Source: an optimization exercise on an open RTL-to-GDS flow (aim: small area and a short achievable clock period). Production flows keep margins and buffers that such runs may drop.
No functional check of the RTL was part of any run shown here.
Power figures rest on the tool's default switching activity, not on a simulated workload.

==> flow/design.v <==
module memory_mc #(
  parameter int unsigned WIDTH      = 32,
  parameter int unsigned DEPTH      = 64,
  parameter int unsigned ADDR_WIDTH = 7,
  parameter int unsigned NUM_CH     = 4,
  parameter int unsigned RD_LAT     = 1
) (
  input  logic                         clk,
  input  logic                         res,
  input  logic [NUM_CH-1:0]            ch_valid,
  output logic [NUM_CH-1:0]            ch_ready,
  input  logic [NUM_CH-1:0]            ch_wr_rd,
  input  logic [NUM_CH*ADDR_WIDTH-1:0] ch_addr,
  input  logic [NUM_CH*WIDTH-1:0]      ch_wdata,
  input  logic [NUM_CH*WIDTH/8-1:0]    ch_wstrb,
  output logic [NUM_CH*WIDTH-1:0]      ch_rdata,
  output logic [NUM_CH-1:0]            ch_rvalid,
  output logic [NUM_CH-1:0]            ch_err
);
  localparam int unsigned NumBytes = WIDTH / 8;
  localparam int unsigned IdxW     = $clog2(DEPTH);
  localparam int unsigned LoW      = IdxW / 2;
  localparam int unsigned HiW      = IdxW - LoW;
  localparam int unsigned NLo      = 1 << LoW;
  localparam int unsigned NHi      = 1 << HiW;
  logic [NUM_CH-1:0] ptr_q;    
  logic [NUM_CH-1:0] gnt;      
  logic [NUM_CH-1:0] rdy;
  always_comb begin
    for (int i = 0; i < NUM_CH; i++) begin
      logic term, none;
      term = 1'b0;
      none = 1'b1;
      for (int k = 0; k < NUM_CH; k++) begin
        term = term | (ptr_q[(i - k + NUM_CH) % NUM_CH] & none);
        none = none & ~ch_valid[(i - k - 1 + NUM_CH) % NUM_CH];
      end
      gnt[i] = ch_valid[i] & term;
    end
  end
  assign rdy      = gnt & {NUM_CH{res}};
  assign ch_ready = rdy;
  always_ff @(posedge clk or negedge res) begin
    if (!res) begin
      ptr_q <= NUM_CH'(1);
    end else if (|ch_valid) begin
      for (int i = 0; i < NUM_CH; i++) ptr_q[(i + 1) % NUM_CH] <= gnt[i];
    end
  end
  logic [NLo-1:0]      lo_dec [NUM_CH];
  logic [NHi-1:0]      hi_dec [NUM_CH];
  logic [NUM_CH-1:0]   oor;           
  always_comb begin
    for (int i = 0; i < NUM_CH; i++) begin
      logic [ADDR_WIDTH-1:0] a;
      a         = ch_addr[i*ADDR_WIDTH +: ADDR_WIDTH];
      oor[i]    = (32'(a) >= DEPTH);
      lo_dec[i] = NLo'(1) << a[LoW-1:0];
      hi_dec[i] = NHi'(1) << a[IdxW-1:LoW];
    end
  end
  logic [NLo-1:0]      lo_sel;
  logic [NHi-1:0]      hi_rd;
  logic [NHi-1:0]      hi_wr;
  logic [NumBytes-1:0] strb_sel;
  logic [WIDTH-1:0]    wdata_sel;
  always_comb begin
    lo_sel    = '0;
    hi_rd     = '0;
    hi_wr     = '0;
    strb_sel  = '0;
    wdata_sel = '0;
    for (int i = 0; i < NUM_CH; i++) begin
      lo_sel    = lo_sel    | (lo_dec[i] & {NLo{gnt[i]}});
      hi_rd     = hi_rd     | (hi_dec[i] & {NHi{gnt[i]}});
      hi_wr     = hi_wr     | (hi_dec[i] & {NHi{rdy[i] & ch_wr_rd[i] & ~oor[i]}});
      strb_sel  = strb_sel  | (ch_wstrb[i*NumBytes +: NumBytes] & {NumBytes{gnt[i]}});
      wdata_sel = wdata_sel | (ch_wdata[i*WIDTH +: WIDTH] & {WIDTH{gnt[i]}});
    end
  end
  logic [WIDTH-1:0] mem_q [DEPTH];
  always_ff @(posedge clk) begin
    for (int w = 0; w < DEPTH; w++) begin
      for (int b = 0; b < NumBytes; b++) begin
        if (hi_wr[w / NLo] && lo_sel[w % NLo] && strb_sel[b]) begin
          mem_q[w][8*b +: 8] <= wdata_sel[8*b +: 8];
        end
      end
    end
  end
  logic [WIDTH-1:0] rd_word;
  logic [WIDTH-1:0] rd_grp [NHi];
  always_comb begin
    rd_word = '0;
    for (int h = 0; h < NHi; h++) begin
      rd_grp[h] = '0;
      for (int l = 0; l < NLo; l++) begin
        rd_grp[h] = rd_grp[h] | (mem_q[h*NLo + l] & {WIDTH{lo_sel[l]}});
      end
      rd_word = rd_word | (rd_grp[h] & {WIDTH{hi_rd[h]}});
    end
  end
  logic [NUM_CH-1:0]       rvalid_q, err_q;
  logic [NUM_CH*WIDTH-1:0] rdata_q;
  always_ff @(posedge clk or negedge res) begin
    if (!res) begin
      rvalid_q <= '0;
      err_q    <= '0;
      rdata_q  <= '0;
    end else begin
      for (int i = 0; i < NUM_CH; i++) begin
        rvalid_q[i] <= gnt[i] & ~ch_wr_rd[i];
        err_q[i]    <= gnt[i] & oor[i];
        if (gnt[i] && !ch_wr_rd[i]) begin
          rdata_q[i*WIDTH +: WIDTH] <= oor[i] ? '0 : rd_word;
        end
      end
    end
  end
  assign ch_rvalid = rvalid_q;
  assign ch_err    = err_q;
  assign ch_rdata  = rdata_q;
endmodule
module memory_mc_top (
  input  logic         clk,
  input  logic         res,
  input  logic [3:0]   ch_valid,
  output logic [3:0]   ch_ready,
  input  logic [3:0]   ch_wr_rd,
  input  logic [27:0]  ch_addr,
  input  logic [127:0] ch_wdata,
  input  logic [15:0]  ch_wstrb,
  output logic [127:0] ch_rdata,
  output logic [3:0]   ch_rvalid,
  output logic [3:0]   ch_err
);
  memory_mc #(
    .WIDTH     (32),
    .DEPTH     (64),
    .ADDR_WIDTH(7),
    .NUM_CH    (4),
    .RD_LAT    (1)
  ) u_mc (
    .clk      (clk),
    .res      (res),
    .ch_valid (ch_valid),
    .ch_ready (ch_ready),
    .ch_wr_rd (ch_wr_rd),
    .ch_addr  (ch_addr),
    .ch_wdata (ch_wdata),
    .ch_wstrb (ch_wstrb),
    .ch_rdata (ch_rdata),
    .ch_rvalid(ch_rvalid),
    .ch_err   (ch_err)
  );
endmodule
==> flow/run.sh <==
#!/bin/bash
# synth_recipe.tcl (not shown) runs the flow's synth.tcl, then flattens the netlist and writes it again
# the make line also repeats each setting of config.mk as NAME=value (left out here)
make -C /OpenROAD-flow-scripts/flow DESIGN_CONFIG=/design/flow/config.mk WORK_HOME=/design/flow/orfs CLKGATE_MAP_FILE= SYNTH_SCRIPT=/design/flow/synth_recipe.tcl finish
==> flow/config.mk <==
export PLATFORM = sky130hd
export DESIGN_NAME = memory_mc_top
export DESIGN_NICKNAME = memory_mc_top
export VERILOG_FILES = /design/flow/design.v
export SDC_FILE = /design/flow/constraint.sdc
export NUM_CORES = 4
export LEC_CHECK = 0
export CAP_MARGIN = 20
export CORE_MARGIN = 2
export CORE_UTILIZATION = 40
export SETUP_SLACK_MARGIN = 1.0
export SLEW_MARGIN = 20
==> flow/constraint.sdc <==
create_clock -name core_clock -period 5.5 [get_ports {clk}]
set_input_delay 1.1000 -clock core_clock [delete_from_list [all_inputs] [get_ports {clk}]]
set_output_delay 1.1000 -clock core_clock [all_outputs]
set_load 0.01 [all_outputs]
==> summary.md, run 1 <==
| Metric | Value |
|---|---|
| Routability cong. | `0.885` |
| Post-DRT Antenna Nets | `0` |
| Global-route congestion overflow total | `0` |
| Detailed-route via count | `approximately 49k` |
| Final setup violation count | `0` |
| Fraction of layout instances using a drive strength above 1 | `0.149` |
| Drt pass-1 iters | `8` |
| FF+latch count, synth | `between 2k and 2.5k` |
| Worst rel slew slack | `0.277` |
| Buffer cell driving the clock tree root | `clkbuf_16` |
| Clock-pin slew on the worst setup and hold paths | `about 0.060 ns` |
| Most numerous cell types in the synthesized netlist | `edfxtp_1, a22oi_1, nor2_1` |
| Sequential cell area fraction in the yosys report | `0.800` |
| Fin worst setup slack | `1.11 ns` |
| Distinct cells, synth | `53` |
| Global routing met1 resource utilization | `0.311` |
| Path depth of the worst reg2reg path | `11` |
| Cell accounting for the most synthesized area | `edfxtp_1` |
| Number of pins with negative max-slew slack in the final report | `0` |
| Worst Hold Class | `input port to async pin` |
| Iter 0 DRT Violations | `roughly 6.5k` |
| Horiz. Die Dim | `455 um` |
| Crit Reg-Reg Startpoint | `u_mc.ptr_q[3]` |
| Worst Setup End Kind | `output port` |
| Type of element launching the critical path | `input port` |
| Final worst-path cycle share | `0.797` |
| Placed wire-length estimate after detailed placement | `roughly 160 mm` |
| Nets | `between 5k and 6k` |
| Final hold violations | `0` |
| Signed area change from the synthesized netlist to the final layout | `20.1%` |
| Setup crit start | `ch_valid[3]` |
| Setup repair after global routing missed its margin | `false` |
| # fillers | `16.8k` |
| Peak ir drop on the vdd network | `roughly 0.37 mV` |
| Hold buffer count at CTS | `0` |
| Pwr dens | `388 mW/mm^2` |
| Placeable core area | `0.202 mm^2` |
| I/O pin count | `between 300 and 400` |
| TritonCTS clock tree | `built` |
| Port buffer count | `~320` |
| Synthesis Warnings | `5` |
| GR Util met2 | `0.368` |
| First-pass GRT wire length | `roughly 350 mm` |
| Detail-routed via count per cell | `~5.9` |
| Total clock buffers created by CTS | `207` |
| Async SR Flop Fraction | `0.0640` |
| Maximum count of clock buffers along a single path | `3` |
| Final critical-path required period | `roughly 4.4 ns` |
| Setup TNS | `0 ns` |
| Post-synthesis average cell area | `between 15 and 20 um^2` |
| Number of clock sinks seen by CTS | `roughly 2.2k` |
| Skew final | `approximately 0.043 ns` |
| Via count of the first global-routing pass | `approximately 48k` |
| Clock H-tree levels | `4` |
| Total wire length | `approximately 240 mm` |
| Slack of the worst reg-to-reg path | `1.38 ns` |
| Gate Count Post-Synth | `~4.8k` |
| Result of the run | `complete, no violations` |
| Source-to-sink clock delay at the later pin of the worst-skew pair | `around 0.87 ns` |
| Die Ht | `455 um` |
| Mapped Area | `roughly 0.081 mm^2` |
| Arrival time at the worst endpoint | `between 3 and 4 ns` |
| Slew at the pin with the worst max-slew slack | `roughly 1.1 ns` |
| Area fraction of the dominant cell type after synthesis | `0.757` |
| CP Data Required Time | `4.40 ns` |
| Antenna violations before repair | `5` |
| Rows | `~170` |
| Effective utilization at floorplan | `0.402` |
| Leakage Power | `30.9 nW` |
| Total global-route track usage | `0.230` |
| Overall die area | `0.207 mm^2` |
| Routed length per instance | `between 20 and 30 um` |
| Most used standard cell by instance count after synthesis | `edfxtp_1` |
| Worst setup slack after placement | `between 0.08 and 0.09 ns` |
| Post-synthesis net count | `4993` |
| GR met3 Demand/Resource | `0.0338` |
| Synth Flop Type | `edfxtp_1` |
| Reg2reg end | `u_mc.rdata_q[117]` |
| Highest clock rate | `228 MHz` |
| Max Fanout on Critical Path | `13` |
| Max-cap violations | `0` |
| Number of enable flip-flop cells after synthesis | `2048` |
| Global-route layer with the greatest usage | `met2` |
| Startpoint-to-endpoint class of the critical path | `input port to output port` |
| Hold_ws | `around 0.21 ns` |
| Pin count of the biggest net entering global routing | `99` |
| DRC errors left | `0` |
| Synth area leaders | `edfxtp_1, a22oi_1, dfrtp_1` |
final cells by class:
type | instances | area [um^2] | area share
clock buffer | 275 | 5590 | 0.0573
sequential | 2188 | 65000 | 0.666
multi-input combinational | 2282 | 15100 | 0.155
clock inverter | 109 | 975 | 0.00999
antenna | 2 | 5.00 | 0.0000513
timing repair buffer | 783 | 7540 | 0.0773
tap | 2672 | 3340 | 0.0343
inverter | 17 | 63.8 | 0.000654
cell usage in the layout, fill, tap and decap left out, types with 69 or more instances in the layout:
cell             netlist  final
o21ai_1              131    130
buf_12                 0     69
nand4_1              259    259
buf_4                  2    393
clkdlybuf4s50_1        0    317
nand2_1              248    216
nor2_1               276    276
clkbuf_16              0    209
edfxtp_1            2048   2048
a22oi_1             1154   1154
dfrtp_1              139    139
metrics by stage:
| stage | cells | utilization | power (mW) | area [um^2] |
|---|---|---|---|---|
| 2_1_floorplan | 4811 | - | 21.7 | 81300 |
| 3_3_place_gp | 7938 | 0.450 | 24.3 | 91000 |
| 3_5_place_dp | 7938 | 0.450 | 24.4 | 91000 |
| 4_1_cts | 8324 | 0.483 | 38.1 | 97600 |
| 5_1_grt | 8326 | 0.483 | 39.0 | 97600 |
| 6_report | 8328 | 0.483 | 37.9 | 97600 |
report_power, final:
group / internal [mW] / leakage [nW] / switching, mW
clock: 7.68 / 3.19 / 6.19
combinational: 1.49 / 7.13 / 3.17
sequential: 19.2 / 20.6 / 0.187
total: 28.4 / 30.9 / 9.54
metal layers:
layer | vias to the layer above | wire length [um]
met4 | 2 | 11500
met1 | 25272 | 96100
met3 | 403 | 19200
met5 | - | 13
li1 | 21171 | -
met2 | 2597 | 117000
registers in the layout, summed over array words and instances (netlist names):
signal,count
u_mc.err_q,4
u_mc.ptr_q,4
u_mc.rdata_q,128
u_mc.mem_q,2048
u_mc.rvalid_q,4
worst max-delay path, stage by stage:
cell and delay [ns]:
clkdlybuf4s50_1 0.44, buf_4 0.19, nor2_1 0.11, o21a_2 0.28
o21a_4 0.31, and2_1 0.22, clkdlybuf4s50_1 0.60
how the worst max path moves through the flow:
stage,end,slack (ns),depth (start not counted)
after floorplan,u_mc.mem_q[0][10],1.73,9
after global placement,u_mc.rdata_q[117],0.15,11
after detailed placement,u_mc.rdata_q[117],0.08,11
after CTS,ch_ready[2],1.02,7
after global routing,ch_ready[0],1.05,7
final,ch_ready[0],1.11,7
what timing repair did:
item	CTS	global route
setup endpoints to repair	4	1
buffers inserted	2	2
pin swaps	1	1
gates cloned	0	0
resized for setup	6	0
cells by family after synthesis:
group | synth area share
AOI/OAI and AO/OA | 0.128
buffers and inverters | 0.0190
DFF | 0.800
and+or+nand+nor | 0.0535
==> run 2: changes to the inputs <==
==> flow/flow/run.sh (new file) <==
#!/bin/bash
# Standard ORFS layout, but ports are buffered with a plain buf_2 instead of
# the delay-cell buffer buffer_ports picks by default.
set -euo pipefail
export BUFFER_PORTS_ARGS="-buffer_cell sky130_fd_sc_hd__buf_2"
bash standard.sh finish > orfs_make.log 2>&1
==> flow/standard.sh (new file) <==
#!/bin/bash
# synth_recipe.tcl (not shown) runs the flow's synth.tcl, then flattens the netlist and writes it again
# the make line also repeats each setting of config.mk as NAME=value (left out here)
make -C /OpenROAD-flow-scripts/flow DESIGN_CONFIG=/design/flow/config.mk WORK_HOME=/design/flow/orfs CLKGATE_MAP_FILE= SYNTH_SCRIPT=/design/flow/synth_recipe.tcl "${@:-finish}"
--- a/flow/config.mk
+++ b/flow/config.mk
@@ -9,4 +9,5 @@
 export CORE_MARGIN = 2
 export CORE_UTILIZATION = 40
-export SETUP_SLACK_MARGIN = 1.0
+export SETUP_SLACK_MARGIN = 3.0
 export SLEW_MARGIN = 20
+export TNS_END_PERCENT = 0
removed: flow/run.sh
==> run 2 against run 1 <==
Compared with the run above:
- largest cell class unchanged
- first-iteration DRC count down 7.2%
- wire length is 2.7% lower
- sequential power hardly changed
- critical path type is now input port to flop
- combinational power shrank 9.7%
- final cell count shrank 1.4%
==> summary.md, run 2 <==
| Metric | Value |
|---|---|
| Worst setup slack after placement | `0.549 ns (was 0.0822 ns)` |
| DRC errors left | `0 (unchanged)` |
| Hold buffer count at CTS | `0 (unchanged)` |
| Reg2reg end | `u_mc.rdata_q[56] (was u_mc.rdata_q[117])` |
| Slew at the pin with the worst max-slew slack | `0.988 ns (was 1.09 ns)` |
| Mapped Area | `0.0813 mm^2 (unchanged)` |
| Fin worst setup slack | `1.89 ns (was 1.11 ns)` |
| Die Ht | `455 um (unchanged)` |
| Gate Count Post-Synth | `4811 (unchanged)` |
| Horiz. Die Dim | `455 um (unchanged)` |
| Startpoint-to-endpoint class of the critical path | `input port to flop (was input port to output port)` |
| Area fraction of the dominant cell type after synthesis | `0.757 (unchanged)` |
| Highest clock rate | `277 MHz (was 228 MHz)` |
| Worst rel slew slack | `0.341 (was 0.277)` |
| Sw power | `9.30 mW (was 9.54 mW)` |
| Path depth of the worst reg2reg path | `11 (unchanged)` |
| Final worst-path cycle share | `0.657 (was 0.797)` |
| Power share of the clock group | `0.372 (was 0.366)` |
| Post-synthesis net count | `4993 (unchanged)` |
| Detailed-route via count | `48.4k (was 49.4k)` |
| Total global-route track usage | `0.224 (was 0.230)` |
| Overall die area | `0.207 mm^2 (unchanged)` |
| Routability cong. | `0.910 (was 0.885)` |
| Top register by number of flip-flops | `u_mc.mem_q (unchanged)` |
| Skew final | `0.0306 ns (was 0.0430 ns)` |
| Number of pins with negative max-slew slack in the final report | `0 (unchanged)` |
| Async SR Flop Fraction | `0.0640 (unchanged)` |
| Worst Hold Class | `input port to async pin (unchanged)` |
| Power, Total | `37.5 mW (was 37.9 mW)` |
| CP Data Required Time | `6.19 ns (was 4.40 ns)` |
| Slack of the worst reg-to-reg path | `1.92 ns (was 1.38 ns)` |
| Synth area leaders | `edfxtp_1, a22oi_1, dfrtp_1 (unchanged)` |
| TritonCTS clock tree | `built (unchanged)` |
| Total wire length | `237 mm (was 244 mm)` |
| Port buffer count | `321 (unchanged)` |
| Combinational fraction of design power | `0.112 (was 0.123)` |
| Via count of the first global-routing pass | `47.4k (was 47.7k)` |
| Signed area change from the synthesized netlist to the final layout | `17.6% (was 20.1%)` |
| Total clock buffers created by CTS | `211 (was 207)` |
| Synth Flop Type | `edfxtp_1 (unchanged)` |
| Post-DRT Antenna Nets | `0 (unchanged)` |
| Crit Reg-Reg Startpoint | `u_mc.ptr_q[0] (was u_mc.ptr_q[3])` |
| Result of the run | `complete, no violations (unchanged)` |
| Setup repair after global routing missed its margin | `true (was false)` |
| Drt pass-1 iters | `10 (was 8)` |
| Iter 0 DRT Violations | `6065 (was 6533)` |
| Peak ir drop on the vdd network | `0.350 mV (was 0.366 mV)` |
| Pwr dens | `392 mW/mm^2 (was 388 mW/mm^2)` |
| Antenna violations before repair | `23 (was 5)` |
| Commonest cells after routing, fill and taps aside | `edfxtp_1, a22oi_1, buf_2, buf_4, nand4_1 (was edfxtp_1, a22oi_1, buf_4, clkdlybuf4s50_1, nor2_1)` |
| Clock-pin slew on the worst setup and hold paths | `0.06 ns (about the same)` |
| Number of clock sinks seen by CTS | `2188 (unchanged)` |
| Effective utilization at floorplan | `0.402 (unchanged)` |
| Synthesis Warnings | `5 (unchanged)` |
| Arrival time at the worst endpoint | `4.30 ns (was 3.29 ns)` |
| Commonest non-fill, non-tap cell in the layout | `edfxtp_1 (unchanged)` |
| Buffer cell driving the clock tree root | `clkbuf_16 (unchanged)` |
| Sequential cell area fraction in the yosys report | `0.800 (unchanged)` |
| Most numerous cell types in the synthesized netlist | `edfxtp_1, a22oi_1, nor2_1 (unchanged)` |
| Clock H-tree levels | `4 (unchanged)` |
| Routed length per instance | `28.9 um (was 29.2 um)` |
| Post-synthesis average cell area | `16.9 um^2 (unchanged)` |
| FF+latch count, synth | `2188 (unchanged)` |
| Number of enable flip-flop cells after synthesis | `2048 (unchanged)` |
| Distinct cells, synth | `53 (unchanged)` |
| Cell accounting for the most synthesized area | `edfxtp_1 (unchanged)` |
| Pin count of the biggest net entering global routing | `85 (was 99)` |
| Sequential share of power | `0.516 (was 0.511)` |
| Global-route congestion overflow total | `0 (unchanged)` |
| First-pass GRT wire length | `335 mm (was 345 mm)` |
| Final hold violations | `0 (unchanged)` |
| Internal power component | `28.2 mW (was 28.4 mW)` |
| Type of element launching the critical path | `input port (unchanged)` |
| Source-to-sink clock delay at the later pin of the worst-skew pair | `0.86 ns (was 0.87 ns)` |
| Max Fanout on Critical Path | `17 (was 13)` |
| Setup TNS | `0 ns (unchanged)` |
| I/O pin count | `322 (unchanged)` |
| Top flop regs | `u_mc.mem_q (2048), u_mc.rdata_q (128) (unchanged)` |
| Placed wire-length estimate after detailed placement | `150 mm (was 156 mm)` |
| Rows | `165 (unchanged)` |
| Max-cap violations | `0 (unchanged)` |
| Final setup violation count | `0 (unchanged)` |
| Number of flip-flops under the largest register name | `2048 (unchanged)` |
| Fraction of layout instances using a drive strength above 1 | `0.225 (was 0.149)` |
| Most used standard cell by instance count after synthesis | `edfxtp_1 (unchanged)` |
| Nets | `5517 (was 5661)` |
| Maximum count of clock buffers along a single path | `3 (unchanged)` |
| Fraction of power spent switching nets | `0.248 (was 0.252)` |
| Leakage Power | `30.4 nW (was 30.9 nW)` |
| Placeable core area | `0.202 mm^2 (unchanged)` |
| Hold_ws | `0.144 ns (was 0.215 ns)` |
| Worst Setup End Kind | `flop (was output port)` |
| Detail-routed via count per cell | `5.89 (was 5.94)` |
| Final critical-path required period | `3.61 ns (was 4.39 ns)` |
run 2: cell counts after synthesis:
No cell type changed its count.
run 2: cell families after synthesis:
| family | count (synthesis) | share of synthesized area |
|---|---|---|
| compound gates | 1396 | 0.128 |
| flops | 2188 | 0.800 |
| buf+inv | 341 | 0.0190 |
| simple gates | 886 | 0.0535 |
run 2: routing by layer:
layer / up-vias / wire, um / part of all wire / global-route usage
met2: 2200 / 117000 / 0.49 / 0.374
met3: 443 / 15300 / 0.065 / 0.0316
met1: 24771 / 91300 / 0.39 / 0.285
met4: 2 / 13400 / 0.056 / 0.115
met5: - / 20 / 0.000084 / 0
li1: 20953 / - / - / -
run 2: final cells by class:
type | instances | area [um^2]
Fill cell | 16943 | 107000
Sequential cell | 2188 | 65000
Multi-Input combinational cell | 2285 | 16000
Clock buffer | 273 | 5670
Timing Repair Buffer | 632 | 4470
Tap cell | 2672 | 3340
Clock inverter | 107 | 928
Antenna cell | 38 | 95.1
Inverter | 17 | 63.8
run 2: worst max-delay path by stage:
stage | slack [ns] | cells past startpoint | end | start
3_3_place_gp | 0.63 | 9 | u_mc.mem_q[4][2] | ch_valid[0]
4_1_cts | 1.90 | 6 | ch_ready[3] | u_mc.ptr_q[0]
2_1_floorplan | 1.95 | 9 | u_mc.mem_q[10][0] | ch_valid[2]
3_5_place_dp | 0.55 | 8 | u_mc.mem_q[6][0] | ch_valid[0]
5_1_grt | 1.87 | 12 | u_mc.rdata_q[10] | u_mc.ptr_q[3]
6_report | 1.89 | 12 | u_mc.rdata_q[63] | ch_valid[3]
run 2: worst max-delay path, cell delays in order:
cell and delay, ns:
buf_2 0.24, nand2b_4 0.22, nand2_2 0.19, o21a_4 0.29
buf_4 0.16, buf_4 0.22, a31oi_1 0.29, o221ai_4 0.43
buf_4 0.42, a22oi_1 0.27, and4_4 0.36, o21ai_1 0.08
run 2: through the flow:
| stage | std cells | util | area, um^2 |
|---|---|---|---|
| after floorplan | 4811 | - | 81700 |
| after global placement | 7752 | 0.434 | 87800 |
| after detailed placement | 7752 | 0.434 | 87800 |
| after CTS | 8162 | 0.470 | 95100 |
| after global routing | 8208 | 0.473 | 95600 |
| final | 8212 | 0.473 | 95600 |
run 2: power groups by stage:
stage	clock network (mW)	registers (mW)	logic [mW]
detailed placement	0	19.7	4.07
floorplan	0	19.8	1.86
global placement	0	19.7	4.00
CTS	14.1	19.3	4.16
global route	14.8	19.4	4.47
finish	14.0	19.3	4.21
run 2: repair_timing:
action / CTS / global route
cloned: 3 / 2
pin swaps: 12 / 8
buffers inserted: 27 / 10
endpoints found under the setup margin: 4358 / 4349
resized for setup: 122 / 61
==> run 3: changes to the inputs <==
--- a/flow/config.mk
+++ b/flow/config.mk
@@ -8,5 +8,7 @@
 export CAP_MARGIN = 20
 export CORE_MARGIN = 2
-export CORE_UTILIZATION = 40
+export CORE_UTILIZATION = 60
+export CTS_BUF_LIST = sky130_fd_sc_hd__clkbuf_4 sky130_fd_sc_hd__clkbuf_8
+export CTS_CLUSTER_SIZE = 24
 export SETUP_SLACK_MARGIN = 3.0
 export SLEW_MARGIN = 20
==> run 3 against run 2 <==
Compared with the run above:
- still clean
- critical path depth grew 1
- register-to-register slack got worse by 0.07 ns
- synthesized cell count stayed put
- global-route usage increased by 12 points
- hold slack lost 0.067 ns
- synthesized area unchanged
- largest power group unchanged
==> summary.md, run 3 <==
| Metric | Value |
|---|---|
| Result of the run | `complete, no violations (unchanged)` |
| Horiz. Die Dim | `372 um (was 455 um)` |
| Pwr dens | `394 mW/mm^2 (was 392 mW/mm^2)` |
| Commonest cells after routing, fill and taps aside | `edfxtp_1, a22oi_1, clkbuf_8, buf_2, buf_4 (was edfxtp_1, a22oi_1, buf_2, buf_4, nand4_1)` |
| Routed length per instance | `31.2 um (was 28.9 um)` |
| TritonCTS clock tree | `built (unchanged)` |
| Routability cong. | `0.900 (was 0.910)` |
| Leakage Power | `30.9 nW (was 30.4 nW)` |
| CP Data Required Time | `6.36 ns (was 6.19 ns)` |
| Number of clock sinks seen by CTS | `2188 (unchanged)` |
| Top flop regs | `u_mc.mem_q (2048), u_mc.rdata_q (128) (unchanged)` |
| Largest stage delay on the critical path | `0.44 ns (was 0.43 ns)` |
| Final hold violations | `0 (unchanged)` |
| DRC errors left | `0 (unchanged)` |
| Number of pins with negative max-slew slack in the final report | `0 (unchanged)` |
| Cell accounting for the most synthesized area | `edfxtp_1 (unchanged)` |
| Die Ht | `372 um (was 455 um)` |
| Hold buffer count at CTS | `0 (unchanged)` |
| Worst Hold Class | `input port to async pin (unchanged)` |
| Detail-routed via count per cell | `6.61 (was 5.89)` |
| Nets | `5672 (was 5517)` |
| Worst-path cell with the longest stage delay | `dfrtp_1 (was o221ai_4)` |
| Synthesis Warnings | `5 (unchanged)` |
| Async SR Flop Fraction | `0.0640 (unchanged)` |
| Critical Path, Cell by Cell | `inv_2, a211oi_4, buf_4, o211ai_1, o2111ai_4, buf_12, buf_6, buf_4, a22oi_1, nand4_1, a22oi_2, and4_2, o21ai_1 (was buf_2, nand2b_4, nand2_2, o21a_4, buf_4, buf_4, a31oi_1, o221ai_4, buf_4, a22oi_1, and4_4, o21ai_1)` |
| Number of buffers and inverters on the critical path | `5 (was 4)` |
| Synth Flop Type | `edfxtp_1 (unchanged)` |
| Non-filler instance count after layout | `7551 (was 8212)` |
| Total wire length | `236 mm (was 237 mm)` |
| Placed wire-length estimate after detailed placement | `148 mm (was 150 mm)` |
| Type of element launching the critical path | `flop (was input port)` |
| Clock-pin slew on the worst setup and hold paths | `0.06 ns (about the same)` |
| Most frequent CP cell | `buf_4 (unchanged)` |
| Port buffer count | `321 (unchanged)` |
| Highest routed layer | `met5 (unchanged)` |
| Skew final | `0.0626 ns (was 0.0306 ns)` |
| Final critical-path required period | `3.65 ns (was 3.61 ns)` |
| Startpoint-to-endpoint class of the critical path | `flop to flop (was input port to flop)` |
| Setup repair after global routing missed its margin | `true (unchanged)` |
| Max-cap violations | `0 (unchanged)` |
| Rows | `135 (was 165)` |
| Fraction of layout instances using a drive strength above 1 | `0.257 (was 0.225)` |
| Commonest non-fill, non-tap cell in the layout | `edfxtp_1 (unchanged)` |
| Post-DRT Antenna Nets | `0 (unchanged)` |
| Pin count of the biggest net entering global routing | `72 (was 85)` |
| # fillers | `8865 (was 16.9k)` |
| Sequential cell area fraction in the yosys report | `0.800 (unchanged)` |
| Global-route congestion overflow total | `0 (unchanged)` |
| Post-synthesis average cell area | `16.9 um^2 (unchanged)` |
| Most numerous cell types in the synthesized netlist | `edfxtp_1, a22oi_1, nor2_1 (unchanged)` |
| Hold_ws | `0.0772 ns (was 0.144 ns)` |
| Final worst-path cycle share | `0.664 (was 0.657)` |
| I/O pin count | `322 (unchanged)` |
| Placeable core area | `0.135 mm^2 (was 0.202 mm^2)` |
| Post-synthesis net count | `4993 (unchanged)` |
| Buffer cell driving the clock tree root | `clkbuf_8 (was clkbuf_16)` |
| Highest clock rate | `274 MHz (was 277 MHz)` |
| Distinct cells, synth | `53 (unchanged)` |
| Routed met2 length | `108 mm (was 117 mm)` |
| Setup TNS | `0 ns (unchanged)` |
| Top register by number of flip-flops | `u_mc.mem_q (unchanged)` |
| Arrival time at the worst endpoint | `4.52 ns (was 4.30 ns)` |
| FF+latch count, synth | `2188 (unchanged)` |
| Synth area leaders | `edfxtp_1, a22oi_1, dfrtp_1 (unchanged)` |
| Cells after DPL | `6878 (was 7752)` |
| Final core occ | `0.701 (was 0.473)` |
| Iter 0 DRT Violations | `6720 (was 6065)` |
| Worst setup slack after placement | `0.688 ns (was 0.549 ns)` |
| Detailed-route via count | `49.9k (was 48.4k)` |
| Slew at the pin with the worst max-slew slack | `1.13 ns (was 0.988 ns)` |
| Wire length the detailed router placed on met1 | `94.8 mm (was 91.3 mm)` |
| Final setup violation count | `0 (unchanged)` |
| Clock H-tree levels | `5 (was 4)` |
| Peak ir drop on the vdd network | `0.295 mV (was 0.350 mV)` |
| Worst Setup End Kind | `flop (unchanged)` |
| Total global-route track usage | `0.339 (was 0.224)` |
| Mapped Area | `0.0813 mm^2 (unchanged)` |
| Total clock buffers created by CTS | `355 (was 211)` |
| Source-to-sink clock delay at the later pin of the worst-skew pair | `1.04 ns (was 0.86 ns)` |
| Total met3 wirelength after detailed routing | `26.3 mm (was 15.3 mm)` |
| Effective utilization at floorplan | `0.602 (was 0.402)` |
| First-pass GRT wire length | `334 mm (was 335 mm)` |
| Drt pass-1 iters | `7 (was 10)` |
| Worst rel slew slack | `0.243 (was 0.341)` |
| Area fraction of the dominant cell type after synthesis | `0.757 (unchanged)` |
| Signed area change from the synthesized netlist to the final layout | `16.4% (was 17.6%)` |
| Number of enable flip-flop cells after synthesis | `2048 (unchanged)` |
| Fin worst setup slack | `1.85 ns (was 1.89 ns)` |
| Number of flip-flops under the largest register name | `2048 (unchanged)` |
| Most used standard cell by instance count after synthesis | `edfxtp_1 (unchanged)` |
| Overall die area | `0.138 mm^2 (was 0.207 mm^2)` |
| Cell type group with the largest total delay on the critical path | `compound AO/OA/AOI/OAI gates (unchanged)` |
| Gate Count Post-Synth | `4811 (unchanged)` |
| Antenna violations before repair | `18 (was 23)` |
| Via count of the first global-routing pass | `48.2k (was 47.4k)` |
| Maximum count of clock buffers along a single path | `4 (was 3)` |
| Max Fanout on Critical Path | `39 (was 17)` |
==> run 3: cell count changes in the layout (fill, tap and decap cells not counted), sizes merged, moves of 2 or more <==
cell,delta
buf,+16
bufinv,-8
clkbuf,+243
clkinv,+13
clkinvlp,-2
diode,-24
inv,-6
==> run 3: kinds of logic (layout without fill, tap and decap cells) <==
logic type / after synthesis / in the layout / share of synthesized area
flip-flops: 2188 / 2188 / 0.800
other: 0 / 14 / 0
AND/OR/NAND/NOR: 886 / 886 / 0.0535
AO/OA/AOI/OAI: 1396 / 1397 / 0.128
buffers and inverters: 341 / 1285 / 0.0190
==> run 3: worst paths after layout <==
kind | start | end | slack, ns | depth (start not counted)
max | u_mc.ptr_q[3] | u_mc.rdata_q[47] | 1.85 | 13
min | res | u_mc.rdata_q[12] | 0.08 | 1
max reg2reg | u_mc.ptr_q[3] | u_mc.rdata_q[47] | 1.85 | 13
min reg2reg | u_mc.rdata_q[16] | u_mc.rdata_q[16] | 0.48 | 2
max in group asynchronous | res | u_mc.rdata_q[28] | 3.55 | 3
min in group core_clock | ch_addr[20] | u_mc.err_q[2] | 0.36 | 2
==> run 3: through the flow <==
step / instance area (um^2) / power [mW]
final: 94600 / 37.3
after global routing: 94600 / 38.4
after CTS: 94400 / 37.3
after detailed placement: 87000 / 23.8
after global placement: 86900 / 23.7
after floorplan: 81700 / 21.7
==> run 3: cell type report <==
type,instances,area [um^2],area share
Clock buffer,519,6260,0.0662
Tap cell,1781,2230,0.0235
Sequential cell,2188,65000,0.687
Multi-Input combinational cell,2283,15800,0.167
Clock inverter,104,606,0.00640
Antenna cell,14,35.0,0.000370
Timing Repair Buffer,645,4610,0.0487
Inverter,17,63.8,0.000674
==> run 3: timing repair <==
action / CTS / global route
buffers inserted: 30 / 5
gates cloned: 1 / 0
gates resized for setup: 73 / 46
pin swaps: 14 / 5
endpoints found under the setup margin: 4365 / 4365
endpoints found under the hold margin: 0 / 0
==> run 3: routing by layer <==
metal	vias to the layer above	global-route usage
met1	25401	0.488
met4	8	0.110
met3	377	0.0926
li1	21260	-
met2	2833	0.507
met5	-	0.0147
==> run 3: worst reg2reg max path: stages (launching register included) <==
cell and delay (ns):
dfrtp_1 0.44, inv_2 0.15, a211oi_4 0.10, buf_4 0.16, o211ai_1 0.30, o2111ai_4 0.24
buf_12 0.26, buf_6 0.27, buf_4 0.29, a22oi_1 0.33, nand4_1 0.26, a22oi_2 0.26
and4_2 0.35, o21ai_1 0.10
==> run 3: report_power, final <==
group	switching, mW	internal [mW]
registers	0.203	19.2
clock network	6.14	7.55
logic	3.06	1.10
total	9.41	27.9

-- static timing again, ports no longer ideal --
The results above use ideal ports. As a check the final layouts listed here were re-extracted and re-timed, cells and wires unchanged. Step 1, drivers: a clkbuf_16 drives clk and a buf_2 each remaining input, both assumed. Step 2, shift: input delay + t, output delay - t, t = (earliest + latest rising clock arrival at the registers) / 2. This alone moves slack from input paths to output paths. Slacks: ideal / step 1 / step 2; pairs: ideal / step 1.
| run | t (ns) | setup slack, ns | slew at the worst register clock pin (ns) |
|---|---|---|---|
| run 1 | 0.943 | 1.115 / 0.989 / 0.216 | 0.07 / 0.07 |
| run 2 | 0.936 | 1.888 / 1.627 / 0.769 | 0.07 / 0.07 |
| run 3 | 1.089 | 1.846 / 1.722 / 0.633 | 0.07 / 0.07 |
After both steps setup and hold are still met in every run listed. The setup slack of run 3, which loses most, moves by -0.124 ns with the drivers and by -1.213 ns with both steps.
